This is an optimization exercise on Yosys and OpenROAD, whose aim is small area, not a production implementation.
Where RTL was checked, it was by simulation tests only, not by an equivalence proof against the original.
Power figures rest on the tool's default switching activity, not on a simulated workload.

==> run a <==
==> flow/design.v <==
module carfield_region_guard #(
  parameter int unsigned NumRegions = 8,
  parameter int unsigned AddrWidth  = 48,
  parameter int unsigned CntWidth   = 16
) (
  input  logic                 clk_i,
  input  logic                 rst_ni,
  input  logic                 cfg_valid_i,
  input  logic                 cfg_write_i,
  input  logic [7:0]           cfg_addr_i,
  input  logic [63:0]          cfg_wdata_i,
  output logic                 cfg_rvalid_o,
  output logic [63:0]          cfg_rdata_o,
  output logic                 cfg_err_o,
  input  logic                 chk_valid_i,
  output logic                 chk_ready_o,
  input  logic [AddrWidth-1:0] chk_addr_i,
  input  logic                 chk_write_i,
  output logic                 res_valid_o,
  input  logic                 res_ready_i,
  output logic                 res_allow_o,
  output logic [4:0]           res_region_o,
  output logic                 irq_o
);
  localparam logic [7:0] IdxCtrl = 8'(2 * NumRegions);
  localparam logic [7:0] IdxFa   = IdxCtrl + 8'd1;
  localparam logic [7:0] IdxSt   = IdxCtrl + 8'd2;
  logic [AddrWidth-1:0]  r_base [NumRegions];
  logic [AddrWidth-1:0]  r_size [NumRegions];
  logic                  r_en;
  logic                  r_lock;
  logic [AddrWidth-1:0]  r_faddr;
  logic                  r_fvalid;
  logic                  r_fwrite;
  logic [CntWidth-1:0]   r_cnt;
  logic                  r_cfg_rvalid;
  logic [63:0]           r_cfg_rdata;
  logic                  r_cfg_err;
  logic                  r_res_valid;
  logic                  r_res_allow;
  logic [4:0]            r_res_region;
  logic [NumRegions-1:0] w_hit;
  logic                  w_any;
  logic [4:0]            w_idx;
  logic                  w_acc;
  logic                  w_fault;
  logic                  w_wr;
  logic                  w_err;
  logic                  w_clr;
  logic                  w_ctrl_we;
  logic [NumRegions-1:0] w_base_we;
  logic [NumRegions-1:0] w_size_we;
  logic [63:0]           w_rdata;
  logic [CntWidth-1:0]   w_cnt_base;
  logic                  w_fv_base;
  logic                  w_unused;
  assign w_unused = ^cfg_wdata_i;
  always_comb begin
    w_hit = '0;
    w_idx = '0;
    for (int i = 0; i < int'(NumRegions); i++) begin
      w_hit[i] = (r_size[i] != '0)
        && (chk_addr_i >= r_base[i])
        && (({1'b0, chk_addr_i} - {1'b0, r_base[i]})
            < {1'b0, r_size[i]});
    end
    for (int i = int'(NumRegions) - 1; i >= 0; i--) begin
      if (w_hit[i]) w_idx = 5'(i);
    end
  end
  assign w_any   = |w_hit;
  assign w_acc   = chk_valid_i && chk_ready_o;
  assign w_fault = w_acc && r_en && !w_any;
  assign w_wr    = cfg_valid_i && cfg_write_i;
  always_comb begin
    w_err     = 1'b0;
    w_clr     = 1'b0;
    w_ctrl_we = 1'b0;
    w_base_we = '0;
    w_size_we = '0;
    w_rdata   = '0;
    for (int i = 0; i < int'(NumRegions); i++) begin
      if (cfg_addr_i == 8'(2 * i)) begin
        w_rdata      = 64'(r_base[i]);
        w_base_we[i] = w_wr && !r_lock;
        w_err        = w_wr && r_lock;
      end
      if (cfg_addr_i == 8'(2 * i + 1)) begin
        w_rdata      = 64'(r_size[i]);
        w_size_we[i] = w_wr && !r_lock;
        w_err        = w_wr && r_lock;
      end
    end
    if (cfg_addr_i == IdxCtrl) begin
      w_rdata = {62'd0, r_lock, r_en};
      if (w_wr) begin
        w_clr = cfg_wdata_i[2];
        if (r_lock) begin
          w_err = cfg_wdata_i[1:0] != {1'b1, r_en};
        end else begin
          w_ctrl_we = 1'b1;
        end
      end
    end
    if (cfg_addr_i == IdxFa) begin
      w_rdata = 64'(r_faddr);
      w_err   = w_wr;
    end
    if (cfg_addr_i == IdxSt) begin
      w_rdata[CntWidth-1:0] = r_cnt;
      w_rdata[32]           = r_fvalid;
      w_rdata[33]           = r_fwrite;
      w_err                 = w_wr;
    end
    if (cfg_addr_i > IdxSt) w_err = 1'b1;
  end
  assign w_cnt_base = w_clr ? '0 : r_cnt;
  assign w_fv_base  = w_clr ? 1'b0 : r_fvalid;
  always_ff @(posedge clk_i or negedge rst_ni) begin
    if (!rst_ni) begin
      for (int i = 0; i < int'(NumRegions); i++) begin
        r_base[i] <= '0;
        r_size[i] <= '0;
      end
      r_en   <= 1'b0;
      r_lock <= 1'b0;
    end else begin
      for (int i = 0; i < int'(NumRegions); i++) begin
        if (w_base_we[i]) r_base[i] <= cfg_wdata_i[AddrWidth-1:0];
        if (w_size_we[i]) r_size[i] <= cfg_wdata_i[AddrWidth-1:0];
      end
      if (w_ctrl_we) begin
        r_en   <= cfg_wdata_i[0];
        r_lock <= cfg_wdata_i[1];
      end
    end
  end
  always_ff @(posedge clk_i or negedge rst_ni) begin
    if (!rst_ni) begin
      r_faddr  <= '0;
      r_fvalid <= 1'b0;
      r_fwrite <= 1'b0;
      r_cnt    <= '0;
    end else if (w_fault) begin
      r_cnt    <= (&w_cnt_base) ? w_cnt_base
                                : w_cnt_base + CntWidth'(1);
      r_fvalid <= 1'b1;
      if (!w_fv_base) begin
        r_faddr  <= chk_addr_i;
        r_fwrite <= chk_write_i;
      end
    end else if (w_clr) begin
      r_faddr  <= '0;
      r_fvalid <= 1'b0;
      r_fwrite <= 1'b0;
      r_cnt    <= '0;
    end
  end
  always_ff @(posedge clk_i or negedge rst_ni) begin
    if (!rst_ni) begin
      r_cfg_rvalid <= 1'b0;
      r_cfg_rdata  <= '0;
      r_cfg_err    <= 1'b0;
    end else begin
      r_cfg_rvalid <= cfg_valid_i;
      r_cfg_err    <= cfg_valid_i && w_err;
      r_cfg_rdata  <= (cfg_valid_i && !cfg_write_i && !w_err)
                      ? w_rdata : '0;
    end
  end
  always_ff @(posedge clk_i or negedge rst_ni) begin
    if (!rst_ni) begin
      r_res_valid  <= 1'b0;
      r_res_allow  <= 1'b0;
      r_res_region <= '0;
    end else if (w_acc) begin
      r_res_valid  <= 1'b1;
      r_res_allow  <= !r_en || w_any;
      r_res_region <= r_en ? w_idx : '0;
    end else if (res_ready_i) begin
      r_res_valid  <= 1'b0;
    end
  end
  assign chk_ready_o  = !r_res_valid || res_ready_i;
  assign res_valid_o  = r_res_valid;
  assign res_allow_o  = r_res_allow;
  assign res_region_o = r_res_region;
  assign cfg_rvalid_o = r_cfg_rvalid;
  assign cfg_rdata_o  = r_cfg_rdata;
  assign cfg_err_o    = r_cfg_err;
  assign irq_o        = r_fvalid;
endmodule
==> flow/run.sh <==
#!/bin/bash
# synth_recipe.tcl (not shown) runs the flow's synth.tcl, then flattens the netlist and writes it again
# the make line also repeats each setting of config.mk as NAME=value (left out here)
make -C /OpenROAD-flow-scripts/flow DESIGN_CONFIG=/design/flow/config.mk WORK_HOME=/design/flow/orfs CLKGATE_MAP_FILE= SYNTH_SCRIPT=/design/flow/synth_recipe.tcl finish
==> flow/config.mk <==
export PLATFORM = sky130hd
export DESIGN_NAME = carfield_region_guard
export DESIGN_NICKNAME = carfield_region_guard
export VERILOG_FILES = /design/flow/design.v
export SDC_FILE = /design/flow/constraint.sdc
export NUM_CORES = 4
export LEC_CHECK = 0
export CAP_MARGIN = 20
export CORE_MARGIN = 2
export CORE_UTILIZATION = 40
export SLEW_MARGIN = 20
==> flow/constraint.sdc <==
create_clock -name core_clock -period 10.0 [get_ports {clk_i}]
set_input_delay 2.0000 -clock core_clock [delete_from_list [all_inputs] [get_ports {clk_i}]]
set_output_delay 2.0000 -clock core_clock [all_outputs]
set_load 0.01 [all_outputs]
==> run b: changes against run a <==
==> flow/design.v, changed modules only <==
module carfield_region_guard #(
  parameter int unsigned NumRegions = 8,
  parameter int unsigned AddrWidth  = 48,
  parameter int unsigned CntWidth   = 16
) (
  input  logic                 clk_i,
  input  logic                 rst_ni,
  input  logic                 cfg_valid_i,
  input  logic                 cfg_write_i,
  input  logic [7:0]           cfg_addr_i,
  input  logic [63:0]          cfg_wdata_i,
  output logic                 cfg_rvalid_o,
  output logic [63:0]          cfg_rdata_o,
  output logic                 cfg_err_o,
  input  logic                 chk_valid_i,
  output logic                 chk_ready_o,
  input  logic [AddrWidth-1:0] chk_addr_i,
  input  logic                 chk_write_i,
  output logic                 res_valid_o,
  input  logic                 res_ready_i,
  output logic                 res_allow_o,
  output logic [4:0]           res_region_o,
  output logic                 irq_o
);
  localparam int unsigned AW = AddrWidth;
  logic [AW-1:0]         r_base [NumRegions];
  logic [AW:0]           r_end  [NumRegions];
  logic [NumRegions-1:0] r_v;
  logic                  r_en;
  logic                  r_lock;
  logic [AW-1:0]         r_faddr;
  logic                  r_fvalid;
  logic                  r_fwrite;
  logic [CntWidth-1:0]   r_cnt;
  logic                  r_cfg_rvalid;
  logic [AW-1:0]         r_cfg_rdata;
  logic                  r_cfg_err;
  logic                  r_res_valid;
  logic                  r_res_allow;
  logic [4:0]            r_res_region;
  logic [NumRegions-1:0] w_hit;
  logic                  w_any;
  logic [4:0]            w_idx;
  logic                  w_acc;
  logic                  w_fault;
  logic                  w_wr;
  logic                  w_win;
  logic                  w_is_size;
  logic [NumRegions-1:0] w_sel;
  logic [NumRegions-1:0] w_win_we;
  logic [AW-1:0]         w_b;
  logic [AW:0]           w_e;
  logic [AW-1:0]         w_s;
  logic [AW-1:0]         w_wd;
  logic [AW-1:0]         w_nb;
  logic [AW:0]           w_ne;
  logic                  w_ctrl;
  logic                  w_err;
  logic                  w_clr;
  logic                  w_ctrl_we;
  logic [AW-1:0]         w_rdata;
  logic [CntWidth-1:0]   w_cnt_base;
  logic                  w_fv_base;
  function automatic logic ge(input logic [AW:0] a, input logic [AW:0] b);
    logic c;
    c = 1'b1;
    for (int k = 0; k <= int'(AW); k++) c = (a[k] & ~b[k]) | (c & (a[k] | ~b[k]));
    ge = c;
  endfunction
  always_comb begin
    w_idx = '0;
    for (int i = 0; i < int'(NumRegions); i++) begin
      w_hit[i] = r_v[i] && ge({1'b0, chk_addr_i}, {1'b0, r_base[i]})
              && !ge({1'b0, chk_addr_i}, r_end[i]);
    end
    for (int i = int'(NumRegions) - 1; i >= 0; i--) begin
      if (w_hit[i]) w_idx = 5'(i);
    end
  end
  assign w_any   = |w_hit;
  assign w_acc   = chk_valid_i && chk_ready_o;
  assign w_fault = w_acc && r_en && !w_any;
  assign w_wr      = cfg_valid_i && cfg_write_i;
  assign w_win     = cfg_addr_i[7:4] == 4'd0;
  assign w_is_size = cfg_addr_i[0];
  assign w_wd      = cfg_wdata_i[AW-1:0];
  always_comb begin
    w_b = '0;
    w_e = '0;
    for (int i = 0; i < int'(NumRegions); i++) begin
      w_sel[i]    = w_win && (cfg_addr_i[3:1] == 3'(i));
      w_win_we[i] = w_sel[i] && w_wr && !r_lock;
      if (w_sel[i] && r_v[i]) begin
        w_b = w_b | r_base[i];
        w_e = w_e | r_end[i];
      end
    end
  end
  assign w_s  = AW'(w_e - {1'b0, w_b});
  assign w_nb = w_is_size ? w_b : w_wd;
  assign w_ne = {1'b0, w_wd} + {1'b0, (w_is_size ? w_b : w_s)};
  assign w_ctrl = cfg_addr_i == 8'd16;
  assign w_clr  = w_wr && w_ctrl && cfg_wdata_i[2];
  assign w_ctrl_we = w_wr && w_ctrl && !r_lock;
  always_comb begin
    w_err   = 1'b0;
    w_rdata = '0;
    if (w_win) begin
      w_rdata = w_is_size ? w_s : w_b;
      w_err   = w_wr && r_lock;
    end
    if (w_ctrl) begin
      w_rdata = {46'd0, r_lock, r_en};
      w_err   = w_wr && r_lock && (cfg_wdata_i[1:0] != {1'b1, r_en});
    end
    if (cfg_addr_i == 8'd17) begin
      w_rdata = r_fvalid ? r_faddr : '0;
      w_err   = w_wr;
    end
    if (cfg_addr_i == 8'd18) begin
      w_rdata[CntWidth-1:0] = r_cnt;
      w_rdata[32]           = r_fvalid;
      w_rdata[33]           = r_fvalid && r_fwrite;
      w_err                 = w_wr;
    end
    if (cfg_addr_i > 8'd18) w_err = 1'b1;
  end
  assign w_cnt_base = w_clr ? '0 : r_cnt;
  assign w_fv_base  = w_clr ? 1'b0 : r_fvalid;
  always_ff @(posedge clk_i) begin
    for (int i = 0; i < int'(NumRegions); i++) begin
      if (w_win_we[i]) begin
        r_base[i] <= w_nb;
        r_end[i]  <= w_ne;
      end
    end
  end
  always_ff @(posedge clk_i or negedge rst_ni) begin
    if (!rst_ni) begin
      r_v    <= '0;
      r_en   <= 1'b0;
      r_lock <= 1'b0;
    end else begin
      r_v <= r_v | w_win_we;
      if (w_ctrl_we) begin
        r_en   <= cfg_wdata_i[0];
        r_lock <= cfg_wdata_i[1];
      end
    end
  end
  always_ff @(posedge clk_i) begin
    if (!w_fv_base) begin
      r_faddr  <= chk_addr_i;
      r_fwrite <= chk_write_i;
    end
  end
  always_ff @(posedge clk_i or negedge rst_ni) begin
    if (!rst_ni) begin
      r_fvalid <= 1'b0;
      r_cnt    <= '0;
    end else if (w_fault) begin
      r_cnt    <= (&w_cnt_base) ? w_cnt_base
                                : w_cnt_base + CntWidth'(1);
      r_fvalid <= 1'b1;
    end else if (w_clr) begin
      r_fvalid <= 1'b0;
      r_cnt    <= '0;
    end
  end
  always_ff @(posedge clk_i or negedge rst_ni) begin
    if (!rst_ni) begin
      r_cfg_rvalid <= 1'b0;
      r_cfg_rdata  <= '0;
      r_cfg_err    <= 1'b0;
    end else begin
      r_cfg_rvalid <= cfg_valid_i;
      r_cfg_err    <= cfg_valid_i && w_err;
      r_cfg_rdata  <= (cfg_valid_i && !cfg_write_i && !w_err)
                      ? w_rdata : '0;
    end
  end
  always_ff @(posedge clk_i or negedge rst_ni) begin
    if (!rst_ni) begin
      r_res_valid  <= 1'b0;
      r_res_allow  <= 1'b0;
      r_res_region <= '0;
    end else if (w_acc) begin
      r_res_valid  <= 1'b1;
      r_res_allow  <= !r_en || w_any;
      r_res_region <= r_en ? w_idx : '0;
    end else if (res_ready_i) begin
      r_res_valid  <= 1'b0;
    end
  end
  assign chk_ready_o  = !r_res_valid || res_ready_i;
  assign res_valid_o  = r_res_valid;
  assign res_allow_o  = r_res_allow;
  assign res_region_o = r_res_region;
  assign cfg_rvalid_o = r_cfg_rvalid;
  assign cfg_rdata_o  = {16'd0, r_cfg_rdata};
  assign cfg_err_o    = r_cfg_err;
  assign irq_o        = r_fvalid;
endmodule
Settings changed: CTS_BUF_LIST set to sky130_fd_sc_hd__clkbuf_4 sky130_fd_sc_hd__clkbuf_8.
==> run c: changes against run a <==
==> flow/design.v, changed modules only <==
module carfield_region_guard #(
  parameter int unsigned NumRegions = 8,
  parameter int unsigned AddrWidth  = 48,
  parameter int unsigned CntWidth   = 16
) (
  input  logic                 clk_i,
  input  logic                 rst_ni,
  input  logic                 cfg_valid_i,
  input  logic                 cfg_write_i,
  input  logic [7:0]           cfg_addr_i,
  input  logic [63:0]          cfg_wdata_i,
  output logic                 cfg_rvalid_o,
  output logic [63:0]          cfg_rdata_o,
  output logic                 cfg_err_o,
  input  logic                 chk_valid_i,
  output logic                 chk_ready_o,
  input  logic [AddrWidth-1:0] chk_addr_i,
  input  logic                 chk_write_i,
  output logic                 res_valid_o,
  input  logic                 res_ready_i,
  output logic                 res_allow_o,
  output logic [4:0]           res_region_o,
  output logic                 irq_o
);
  localparam int unsigned AW = AddrWidth;
  logic [AW-1:0]         r_base [NumRegions];
  logic [AW:0]           r_end  [NumRegions];
  logic [NumRegions-1:0] r_v;
  logic                  r_en;
  logic                  r_lock;
  logic [AW-1:0]         r_faddr;
  logic                  r_fvalid;
  logic                  r_fwrite;
  logic [CntWidth-1:0]   r_cnt;
  logic                  r_cfg_rvalid;
  logic [AW-1:0]         r_cfg_rdata;
  logic                  r_cfg_err;
  logic                  r_res_valid;
  logic                  r_res_allow;
  logic [4:0]            r_res_region;
  logic [NumRegions-1:0] w_hit;
  logic                  w_any;
  logic [4:0]            w_idx;
  logic                  w_acc;
  logic                  w_fault;
  logic                  w_wr;
  logic                  w_win;
  logic                  w_is_size;
  logic [NumRegions-1:0] w_sel;
  logic [NumRegions-1:0] w_win_we;
  logic [AW-1:0]         w_b;
  logic [AW:0]           w_e;
  logic [AW-1:0]         w_s;
  logic [AW-1:0]         w_wd;
  logic [AW-1:0]         w_nb;
  logic [AW:0]           w_ne;
  logic                  w_ctrl;
  logic                  w_err;
  logic                  w_clr;
  logic                  w_ctrl_we;
  logic [AW-1:0]         w_rdata;
  logic [CntWidth-1:0]   w_cnt_base;
  logic                  w_fv_base;
  function automatic logic ge(input logic [AW:0] a, input logic [AW:0] b);
    logic c;
    c = 1'b1;
    for (int k = 0; k <= int'(AW); k++) c = (a[k] & ~b[k]) | (c & (a[k] | ~b[k]));
    ge = c;
  endfunction
  always_comb begin
    w_idx = '0;
    for (int i = 0; i < int'(NumRegions); i++) begin
      w_hit[i] = r_v[i] && ge({1'b0, chk_addr_i}, {1'b0, r_base[i]})
              && !ge({1'b0, chk_addr_i}, r_end[i]);
    end
    for (int i = int'(NumRegions) - 1; i >= 0; i--) begin
      if (w_hit[i]) w_idx = 5'(i);
    end
  end
  assign w_any   = |w_hit;
  assign w_acc   = chk_valid_i && chk_ready_o;
  assign w_fault = w_acc && r_en && !w_any;
  assign w_wr      = cfg_valid_i && cfg_write_i;
  assign w_win     = cfg_addr_i[7:4] == 4'd0;
  assign w_is_size = cfg_addr_i[0];
  assign w_wd      = cfg_wdata_i[AW-1:0];
  always_comb begin
    w_b = '0;
    w_e = '0;
    for (int i = 0; i < int'(NumRegions); i++) begin
      w_sel[i]    = w_win && (cfg_addr_i[3:1] == 3'(i));
      w_win_we[i] = w_sel[i] && w_wr && !r_lock;
      if (w_sel[i] && r_v[i]) begin
        w_b = w_b | r_base[i];
        w_e = w_e | r_end[i];
      end
    end
  end
  assign w_s  = AW'(w_e - {1'b0, w_b});
  assign w_nb = w_is_size ? w_b : w_wd;
  assign w_ne = {1'b0, w_wd} + {1'b0, (w_is_size ? w_b : w_s)};
  assign w_ctrl = cfg_addr_i == 8'd16;
  assign w_clr  = w_wr && w_ctrl && cfg_wdata_i[2];
  assign w_ctrl_we = w_wr && w_ctrl && !r_lock;
  always_comb begin
    w_err   = 1'b0;
    w_rdata = '0;
    if (w_win) begin
      w_rdata = w_is_size ? w_s : w_b;
      w_err   = w_wr && r_lock;
    end
    if (w_ctrl) begin
      w_rdata = {46'd0, r_lock, r_en};
      w_err   = w_wr && r_lock && (cfg_wdata_i[1:0] != {1'b1, r_en});
    end
    if (cfg_addr_i == 8'd17) begin
      w_rdata = r_fvalid ? r_faddr : '0;
      w_err   = w_wr;
    end
    if (cfg_addr_i == 8'd18) begin
      w_rdata[CntWidth-1:0] = r_cnt;
      w_rdata[32]           = r_fvalid;
      w_rdata[33]           = r_fvalid && r_fwrite;
      w_err                 = w_wr;
    end
    if (cfg_addr_i > 8'd18) w_err = 1'b1;
  end
  assign w_cnt_base = w_clr ? '0 : r_cnt;
  assign w_fv_base  = w_clr ? 1'b0 : r_fvalid;
  always_ff @(posedge clk_i) begin
    for (int i = 0; i < int'(NumRegions); i++) begin
      if (w_win_we[i]) begin
        r_base[i] <= w_nb;
        r_end[i]  <= w_ne;
      end
    end
  end
  always_ff @(posedge clk_i or negedge rst_ni) begin
    if (!rst_ni) begin
      r_v    <= '0;
      r_en   <= 1'b0;
      r_lock <= 1'b0;
    end else begin
      r_v <= r_v | w_win_we;
      if (w_ctrl_we) begin
        r_en   <= cfg_wdata_i[0];
        r_lock <= cfg_wdata_i[1];
      end
    end
  end
  always_ff @(posedge clk_i) begin
    if (!w_fv_base) begin
      r_faddr  <= chk_addr_i;
      r_fwrite <= chk_write_i;
    end
  end
  always_ff @(posedge clk_i or negedge rst_ni) begin
    if (!rst_ni) begin
      r_fvalid <= 1'b0;
      r_cnt    <= '0;
    end else if (w_fault) begin
      r_cnt    <= (&w_cnt_base) ? w_cnt_base
                                : w_cnt_base + CntWidth'(1);
      r_fvalid <= 1'b1;
    end else if (w_clr) begin
      r_fvalid <= 1'b0;
      r_cnt    <= '0;
    end
  end
  always_ff @(posedge clk_i or negedge rst_ni) begin
    if (!rst_ni) begin
      r_cfg_rvalid <= 1'b0;
      r_cfg_rdata  <= '0;
      r_cfg_err    <= 1'b0;
    end else begin
      r_cfg_rvalid <= cfg_valid_i;
      r_cfg_err    <= cfg_valid_i && w_err;
      r_cfg_rdata  <= (cfg_valid_i && !cfg_write_i && !w_err)
                      ? w_rdata : '0;
    end
  end
  always_ff @(posedge clk_i or negedge rst_ni) begin
    if (!rst_ni) begin
      r_res_valid  <= 1'b0;
      r_res_allow  <= 1'b0;
      r_res_region <= '0;
    end else if (w_acc) begin
      r_res_valid  <= 1'b1;
      r_res_allow  <= !r_en || w_any;
      r_res_region <= r_en ? w_idx : '0;
    end else if (res_ready_i) begin
      r_res_valid  <= 1'b0;
    end
  end
  assign chk_ready_o  = !r_res_valid || res_ready_i;
  assign res_valid_o  = r_res_valid;
  assign res_allow_o  = r_res_allow;
  assign res_region_o = r_res_region;
  assign cfg_rvalid_o = r_cfg_rvalid;
  assign cfg_rdata_o  = {16'd0, r_cfg_rdata};
  assign cfg_err_o    = r_cfg_err;
  assign irq_o        = r_fvalid;
endmodule
Settings changed: CORE_UTILIZATION 40 to 60.
==> comparison table <==
                                                                                  run c                                            run b              run a
Timing startpoint of the critical path                                    cfg_addr_i[3]                                    cfg_addr_i[5]      chk_addr_i[1]
Status                                                                   finished clean                                  failed layout checks     finished clean
Reasons for failing layout checks                                                     -  max-capacitance violations, max-slew violations                  -
Most frequent cell on the critical path                          sky130_fd_sc_hd__buf_4                           sky130_fd_sc_hd__buf_4                  -
Sequential portion of the cell area                                              0.4470                                           0.4436             0.2875
Routed wirelength normalized by instance count                                 31.96 um                                         31.12 um           26.86 um
Worst slew pin tran                                                            1.271 ns                                         1.465 ns           1.178 ns
Detailed-route vias per instance                                                  7.220                                            6.579              6.007
Cell area after synthesis                                                   51650 sq um                                      51650 sq um        68610 sq um
Number of cell instances on the worst register-to-register path                      35                                               34                 27
Number of nets at the end of the flow                                              5435                                             5463               8994
Capturing point of the worst reg2reg path                                  r_end[6][48]                                     r_end[5][45]           r_cnt[6]
FF+latch count, synth                                                               907                                              907                891
Cell class with the largest area share                                 sequential cells                                 sequential cells  multi-input gates
Fill cell total of the finished layout                                             6492                                            11769              16569
Clock power frac                                                                  0.409                                            0.406              0.417
Post-layout worst setup margin                                                0.2577 ns                                        0.5344 ns          0.7831 ns
Function not checked in run a: the RTL went through the layout flow alone.

[afterwards: timing with drivers on the ports]
The flow's constraints put no driver on any port. The routed layouts listed below were extracted and timed again, unchanged, in two steps.
Step 1 assumes that a clkbuf_16 drives the clock port and a buf_2 every other input.
Step 2, shift: input delay + t, output delay - t, t = (earliest + latest rising clock arrival at the registers) / 2. This alone moves slack from input paths to output paths.
Three values: ideal, step 1, step 2; two values: the first two.
run | shift t [ns] | setup WS [ns] | slew at the worst register clock pin (ns) | worst data-port slew with drivers (ns)
run a | 0.816 | 0.783 / 0.841 / 0.025 | 0.07 / 0.07 | 0.21
run b | 0.970 | 0.534 / 0.577 / -0.393 | 0.07 / 0.07 | 0.15
run c | 0.766 | 0.258 / 0.298 / -0.469 | 0.07 / 0.07 | 0.14
The setup slack of run b, which loses most, moves by +0.043 ns with the drivers and by -0.927 ns with both steps.
